Context: an optimization exercise on an open-source flow, tuned for a short achievable clock period and few clock cycles. The choices shown serve that exercise and are no tape-out recipe.
Only simulation tests tie the RTL to the original design; equivalence was not proved.
No activity file was given, so power comes from the tool's default toggle rates.

==> build 8 <==
==> flow/design.v <==
package icache_pkg;
    localparam int offset_bits = 5;
    typedef logic [31:0] addr_t;
    typedef logic [31:0] word_t;
    typedef logic [255:0] line_t;
    typedef struct packed {
        logic [1:0] fill_way;
        logic       load_lru;
        logic       lru_in;
    } icache_ctrl_t;
    typedef struct packed {
        logic [1:0] hit;
        logic       lru_way;
    } icache_status_t;
endpackage
`timescale 1ns/1ps
module icache_top
#(
    parameter int num_sets = 8
) (
    input  logic  clk,
    input  logic  arst_n,
    input  logic  mem_read,
    input  icache_pkg::addr_t mem_address,
    output icache_pkg::word_t mem_rdata,
    output logic  mem_resp,
    output logic  pmem_read,
    output icache_pkg::addr_t pmem_address,
    input  icache_pkg::line_t pmem_rdata,
    input  logic  pmem_resp
);
    localparam int index_bits = $clog2(num_sets);
    localparam int tag_bits   = 32 - icache_pkg::offset_bits - index_bits;
    logic [num_sets-1:0] valid0_q, valid1_q;
    logic [num_sets-1:0] lru_q;
    logic [tag_bits-1:0] tag0_q [num_sets];
    logic [tag_bits-1:0] tag1_q [num_sets];
    icache_pkg::line_t   line0_q [num_sets];
    icache_pkg::line_t   line1_q [num_sets];
    logic fill_q;
    logic [index_bits-1:0] index;
    logic [tag_bits-1:0]   tag;
    logic [2:0]            word_sel;
    assign tag      = mem_address[31 -: tag_bits];
    assign index    = mem_address[icache_pkg::offset_bits +: index_bits];
    assign word_sel = mem_address[4:2];
    assign pmem_address = {mem_address[31:icache_pkg::offset_bits], {icache_pkg::offset_bits{1'b0}}};
    logic [num_sets-1:0] lh0, lh1;
    logic                hit0, hit1, hit;
    always_comb begin
        for (int s = 0; s < num_sets; s++) begin
            lh0[s] = (index == s[index_bits-1:0]) && valid0_q[s] && (tag0_q[s] == tag);
            lh1[s] = (index == s[index_bits-1:0]) && valid1_q[s] && (tag1_q[s] == tag);
        end
        hit0 = |lh0;
        hit1 = |lh1;
        hit  = hit0 | hit1;
    end
    logic [31:0] hit_word;
    always_comb begin
        hit_word = '0;
        for (int s = 0; s < num_sets; s++) begin
            hit_word = hit_word
                     | ({32{lh0[s]}} & line0_q[s][word_sel*32 +: 32])
                     | ({32{lh1[s]}} & line1_q[s][word_sel*32 +: 32]);
        end
    end
    assign mem_rdata = fill_q ? pmem_rdata[word_sel*32 +: 32] : hit_word;
    assign mem_resp  = fill_q ? pmem_resp : (mem_read && hit);
    assign pmem_read = fill_q | (mem_read && !hit);
    logic victim;
    assign victim = lru_q[index];
    logic do_fill;
    assign do_fill = fill_q && pmem_resp;
    always_ff @(posedge clk or negedge arst_n) begin
        if (!arst_n) begin
            fill_q   <= 1'b0;
            valid0_q <= '0;
            valid1_q <= '0;
            lru_q    <= '0;
        end else begin
            if (fill_q) begin
                if (pmem_resp) begin
                    fill_q <= 1'b0;
                    if (victim) valid1_q[index] <= 1'b1;
                    else        valid0_q[index] <= 1'b1;
                    lru_q[index] <= ~victim;
                end
            end else if (mem_read) begin
                if (hit) begin
                    lru_q[index] <= hit0;
                end else begin
                    fill_q <= 1'b1;
                end
            end
        end
    end
    always_ff @(posedge clk) begin
        if (do_fill && !victim) begin
            tag0_q[index]  <= tag;
            line0_q[index] <= pmem_rdata;
        end
        if (do_fill && victim) begin
            tag1_q[index]  <= tag;
            line1_q[index] <= pmem_rdata;
        end
    end
endmodule
==> flow/run.sh <==
#!/bin/bash
# synth_recipe.tcl (not shown) runs the flow's synth.tcl, then flattens the netlist and writes it again
# the make line also repeats each setting of config.mk as NAME=value (left out here)
make -C /OpenROAD-flow-scripts/flow DESIGN_CONFIG=/design/flow/config.mk WORK_HOME=/design/flow/orfs CLKGATE_MAP_FILE= SYNTH_SCRIPT=/design/flow/synth_recipe.tcl finish
==> flow/config.mk <==
export PLATFORM = sky130hd
export DESIGN_NAME = icache_top
export DESIGN_NICKNAME = icache_top
export VERILOG_FILES = /design/flow/design.v
export SDC_FILE = /design/flow/constraint.sdc
export NUM_CORES = 4
export LEC_CHECK = 0
export CAP_MARGIN = 20
export CORE_MARGIN = 2
export CORE_UTILIZATION = 40
export SLEW_MARGIN = 20
==> flow/constraint.sdc <==
create_clock -name core_clock -period 8.0 [get_ports {clk}]
set_input_delay 1.6000 -clock core_clock [delete_from_list [all_inputs] [get_ports {clk}]]
set_output_delay 1.6000 -clock core_clock [all_outputs]
set_load 0.01 [all_outputs]
==> build 6 (differences from build 8) <==
--- a/flow/config.mk
+++ b/flow/config.mk
@@ -9,3 +9,4 @@
 export CORE_MARGIN = 2
 export CORE_UTILIZATION = 40
+export SETUP_SLACK_MARGIN = 3.5
 export SLEW_MARGIN = 20
==> summary.txt <==
quantity                                                                    build 8   build 6
Total CTS buffers                                                               457       456
Wire length of the first global-routing pass                                 625 mm    631 mm
Flop2flop setup slack                                                       3.50 ns   4.34 ns
Dpl cells                                                                    13,708    13,668
Final net count                                                               8,732     8,824
Min Hold Slack                                                             0.454 ns  0.463 ns
Worst slew margin                                                             0.236     0.124
Met3 capacity usage during global routing                                    0.0312    0.0315
Post-route insts no fill                                                     14,564    14,660
Via count of the first global-routing pass                                   84,898    84,889
Overall routing resource usage                                                0.194     0.198
Layout cell share with drive strength beyond 1                                0.243     0.270
Area Overhead vs Synth                                                        15.9%     17.5%
Wire length per cell after detailed routing                                 30.0 µm   30.8 µm
Maximum number of pins on one net before global-route repair                    118       134
Length of routed met2 wiring                                                 219 mm    227 mm
Proportion of power drawn by the clock network                                0.416     0.414
Share of cell area taken by flip-flops and latches                            0.668     0.658
Result of the run                                  no timing/DRC/antenna violations  no timing/DRC/antenna violations
Antenna violations before repair                                                 99        90
Clock network power consumption                                             20.8 mW   20.7 mW
Portion of the clock cycle consumed by the worst path in the final layout     0.950     0.773
Sw Ratio                                                                      0.211     0.212
Testbench counts of build 8, summed over its fixed seeds: cycles 46,771.
Testbench counts of build 6, summed over its fixed seeds: cycles 46,771.

========
==> trial 94: inputs <==
icache_top, a different RTL version from the one above (not shown whole).
==> flow/config.mk <==
export PLATFORM = sky130hd
export DESIGN_NAME = icache_top
export DESIGN_NICKNAME = icache_top
export VERILOG_FILES = /design/flow/design.v
export SDC_FILE = /design/flow/constraint.sdc
export NUM_CORES = 4
export LEC_CHECK = 0
export CAP_MARGIN = 20
export CORE_MARGIN = 2
export CORE_UTILIZATION = 40
export SETUP_SLACK_MARGIN = 3.5
export SLEW_MARGIN = 20
export SYNTH_HIERARCHICAL = 1
==> flow/constraint.sdc <==
create_clock -name core_clock -period 8.0 [get_ports {clk}]
set_input_delay 1.6000 -clock core_clock [delete_from_list [all_inputs] [get_ports {clk}]]
set_output_delay 1.6000 -clock core_clock [all_outputs]
set_load 0.01 [all_outputs]
run.sh (not shown) runs the stock make flow with config.mk's settings and CLKGATE_MAP_FILE= SYNTH_SCRIPT=/design/flow/synth_recipe.tcl, a recipe that flattens the netlist after the stock synthesis.
==> inputs of build 98, as changes to trial 94 <==
--- a/flow/design.v
+++ b/flow/design.v
@@ -210,14 +210,12 @@
     logic [1:0]          cpr_q;      
     logic [1:0]          rv_q;       
     logic [25:0]         cp_a_q [2];
     logic [1:0]          cp_w_q;
     icache_pkg::line_t   cp_d_q [2];
     icache_pkg::line_t   cpm_q [2];    
-    logic                 last_v_q;
-    logic [line_bits-1:0] last_a_q;
     logic       fill_q;
     logic [7:0] fs_q;
     logic [index_bits-1:0] index;
     logic [tag_bits-1:0]   tag;
     logic [line_bits-1:0]  line_a;
     logic                  odd;
@@ -301,32 +299,31 @@
         .uv1   (uv1_q),
         .lo0   (lo0),
         .lo1   (lo1),
         .lh0   (lh0),
         .lh1   (lh1)
     );
-    logic [line_bits-1:0]  pf_a;
-    logic [index_bits-1:0] pf_index;
-    logic [tag_bits-1:0]   pf_tag;
-    logic [num_sets-1:0]   ph0, ph1;
-    assign pf_a     = last_a_q + 1'b1;
-    assign pf_index = pf_a[index_bits-1:0];
-    assign pf_tag   = pf_a[line_bits-1:index_bits];
+    logic [5:0]          nx;         
+    logic                nx_wrap;
+    logic [num_sets-1:0] ph0, ph1;
+    assign nx      = mem_address[10:5] + 1'b1;
+    assign nx_wrap = &mem_address[10:5];
     always_comb begin
         for (int s = 0; s < num_sets; s++) begin
-            ph0[s] = (pf_index == s[index_bits-1:0]) && valid0_q[s] && (tag0_q[s] == pf_tag);
-            ph1[s] = (pf_index == s[index_bits-1:0]) && valid1_q[s] && (tag1_q[s] == pf_tag);
+            ph0[s] = (nx[2:0] == s[index_bits-1:0]) && uv0_q[s] && (tag0_q[s][lo_bits-1:0] == nx[5:3]);
+            ph1[s] = (nx[2:0] == s[index_bits-1:0]) && uv1_q[s] && (tag1_q[s][lo_bits-1:0] == nx[5:3]);
         end
     end
-    logic pf_hit, pf_hit1, pf_in_region;
-    assign pf_hit       = |{ph0, ph1};
-    assign pf_hit1      = |ph1;
-    assign pf_in_region = (pf_a[line_bits-1:6] == rg_q);
+    logic                 ph_v_q;      
+    logic [num_sets-1:0]  ph0_q, ph1_q;
+    logic [line_bits-1:0] ph_a_q;      
+    logic port_req;
+    assign port_req = mem_read && !fill_q && (|{lh0, lh1}) && !in_copy;
     logic [num_sets-1:0] sel0, sel1;
-    assign sel0 = slow_hit ? lh0 : ph0;
-    assign sel1 = slow_hit ? lh1 : ph1;
+    assign sel0 = port_req ? lh0 : ph0_q;
+    assign sel1 = port_req ? lh1 : ph1_q;
     icache_pkg::line_t port_line;
     logic [8*256-1:0]  l0_flat, l1_flat;
     always_comb begin
         for (int s = 0; s < num_sets; s++) begin
             l0_flat[s*256 +: 256] = line0_q[s];
             l1_flat[s*256 +: 256] = line1_q[s];
@@ -340,13 +337,13 @@
             rmatch1[s] = valid1_q[s] && (tag1_q[s][tag_bits-1:lo_bits] == mem_address[31:11]);
         end
     end
     logic victim;
     assign victim = lru_q[index];
     logic pf_write;
-    assign pf_write = last_v_q && pf_hit && !slow_hit && !rg_chg && !(do_fill && (odd == pf_a[0]));
+    assign pf_write = ph_v_q && !port_req && !rg_chg && !(do_fill && (odd == ph_a_q[0]));
     logic [1:0] cp_v_n;
     logic [1:0] cpr_n;
     logic       fill_n;
     icache_pkg::line_t cp_d_n [2];
     always_comb begin
         for (int c = 0; c < 2; c++) begin
@@ -357,15 +354,15 @@
         if (rg_chg) begin
             for (int c = 0; c < 2; c++) begin
                 cpr_n[c] = cp_v_q[c] && (cp_a_q[c][25:5] == mem_address[31:11]);
             end
         end
         if (pf_write) begin
-            cp_d_n[pf_a[0]] = port_line;
-            cp_v_n[pf_a[0]] = 1'b1;
-            cpr_n[pf_a[0]]  = pf_in_region;
+            cp_d_n[ph_a_q[0]] = port_line;
+            cp_v_n[ph_a_q[0]] = 1'b1;
+            cpr_n[ph_a_q[0]]  = 1'b1;
         end
         if (do_fill) begin
             cp_d_n[odd] = pmem_rdata;
             cp_v_n[odd] = 1'b1;
             cpr_n[odd]  = 1'b1;
         end else if (slow_hit) begin
@@ -387,13 +384,13 @@
             uv0_q    <= '0;
             uv1_q    <= '0;
             rg_q     <= '0;
             cp_v_q   <= '0;
             cpr_q    <= '0;
             rv_q     <= '0;
-            last_v_q <= 1'b0;
+            ph_v_q   <= 1'b0;
         end else begin
             fill_q <= fill_n;
             cp_v_q <= cp_v_n;
             cpr_q  <= cpr_n;
             rv_q   <= cp_v_n & {2{!fill_n}};
             if (rg_chg) begin
@@ -407,13 +404,15 @@
                 end
             end
             if (done_fast) begin
                 lru_q[index] <= ~cp_w_q[odd];
             end
             if (done_fast || slow_hit || do_fill) begin
-                last_v_q <= 1'b1;
+                ph_v_q <= in_region && !nx_wrap && (|{ph0, ph1});
+            end else if (pf_write || rg_chg) begin
+                ph_v_q <= 1'b0;
             end
             if (do_fill) begin
                 fs_q <= '0;
                 if (victim) begin
                     valid1_q[index] <= 1'b1;
                     uv1_q[index]    <= 1'b1;
@@ -432,21 +431,23 @@
         end
         if (do_fill && victim) begin
             tag1_q[index]  <= tag;
             line1_q[index] <= pmem_rdata;
         end
         if (done_fast || slow_hit || do_fill) begin
-            last_a_q <= line_a;
+            ph0_q  <= ph0;
+            ph1_q  <= ph1;
+            ph_a_q <= {mem_address[31:11], nx};
         end
         for (int c = 0; c < 2; c++) begin
             cp_d_q[c] <= cp_d_n[c];
             cpm_q[c]  <= fill_n ? '0 : cp_d_n[c];
         end
         if (pf_write) begin
-            cp_a_q[pf_a[0]] <= pf_a[line_bits-1:1];
-            cp_w_q[pf_a[0]] <= pf_hit1;
+            cp_a_q[ph_a_q[0]] <= ph_a_q[line_bits-1:1];
+            cp_w_q[ph_a_q[0]] <= |ph1_q;
         end
         if (do_fill) begin
             cp_a_q[odd] <= line_a[line_bits-1:1];
             cp_w_q[odd] <= victim;
         end else if (slow_hit) begin
             cp_a_q[odd] <= line_a[line_bits-1:1];
CORE_UTILIZATION = 50   (was 40)
==> summary.txt <==
Build 98 produced a layout that fails on max-capacitance violations, max-slew violations. Trial 94 passed the timing, DRC and antenna checks.
Between trial 94 and build 98, the lower combinational power is in trial 94 (gap about 3%, measured against build 98).
Against build 98, the area after synthesis of trial 94 is higher by about 2%.
Of trial 94 and build 98, build 98 has the higher sequential share of layout area (gap 2.9 points).
In build 98 the utilization is higher than in trial 94, by 11 points.
Clock skew: trial 94 is higher than build 98 (0.0025 ns).
Of trial 94 and build 98, build 98 has the higher global-route usage (gap 5.8 points).
Critical path depth: build 98 is lower than trial 94 (1).
==> figures <==
| item | build 98 | trial 94 |
|---|---|---|
| Transition time of the tightest slew-check pin | 1.587 ns | 1.297 ns |
| Power in combinational cells | 2.32 mW | 2.25 mW |
| Global-route total usage across every layer | 38.58% | 32.78% |
| Clock period minus worst slack | 5.512 ns | 5.625 ns |
| Number of buffers created by CTS | 580 | 593 |
| Number of library cell types mapped by synthesis | 66 | 96 |
| # diodes | 160 | 140 |
| Mux contribution to synthesized area | 0.5146% | 0.2306% |
| Worst path max stage delay | 0.59 ns | 0.62 ns |
| Seq pwr | 32.5 mW | 32.2 mW |
| Standard-cell row count | 239 | 270 |
| Clock share of power | 43.7% | 44.2% |
| Beginning of the worst register-to-register path | tag0_q[1][0]$_DFFE_PP_ | last_a_q[1]$_DFFE_PP_ |
| Power Total | 61.75 mW | 61.88 mW |
| Run status | failed layout checks | no timing/DRC/antenna violations |
| Reasons for failing layout checks | max-capacitance violations, max-slew violations | - |
Testbench counts of trial 94, summed over its fixed seeds: cycles 49,021.
Testbench counts of build 98, summed over its fixed seeds: cycles 49,021.

-- re-timing with driven ports --
The flow's constraints put no driver on any port. The routed layouts listed below were extracted and timed again, unchanged, in two steps.
Step 1 (the two cells are an assumption about what drives the block):
set clk [get_ports {clk}]
set_driving_cell -lib_cell sky130_fd_sc_hd__clkbuf_16 $clk
set_driving_cell -lib_cell sky130_fd_sc_hd__buf_2 [delete_from_list [all_inputs] $clk]
Step 2 adds t to the input delays and takes it off the output delays; t is the mean of the earliest and latest rising clock arrival at the registers after step 1. Input paths then give back, and output paths get back, about the clock's delay inside the block.
a / b / c = no drivers / after step 1 / after step 2; a / b = the first two.
run | t, ns | slack for setup (ns) | slew at the worst register clock pin (ns) | worst slew at a driven data input, ns
build 8 | 1.092 | 0.403 / 0.376 / 0.376 | 0.06 / 0.06 | 0.22
build 6 | 1.083 | 1.817 / 1.733 / 1.733 | 0.06 / 0.06 | 0.22
trial 94 | 1.226 | 2.375 / 2.089 / 1.552 | 0.07 / 0.07 | 0.53
build 98 | 1.232 | 2.488 / 2.221 / 1.349 | 0.07 / 0.07 | 0.60
For build 98, which loses most, drivers alone change the setup slack by -0.267 ns; drivers and shift together by -1.139 ns.
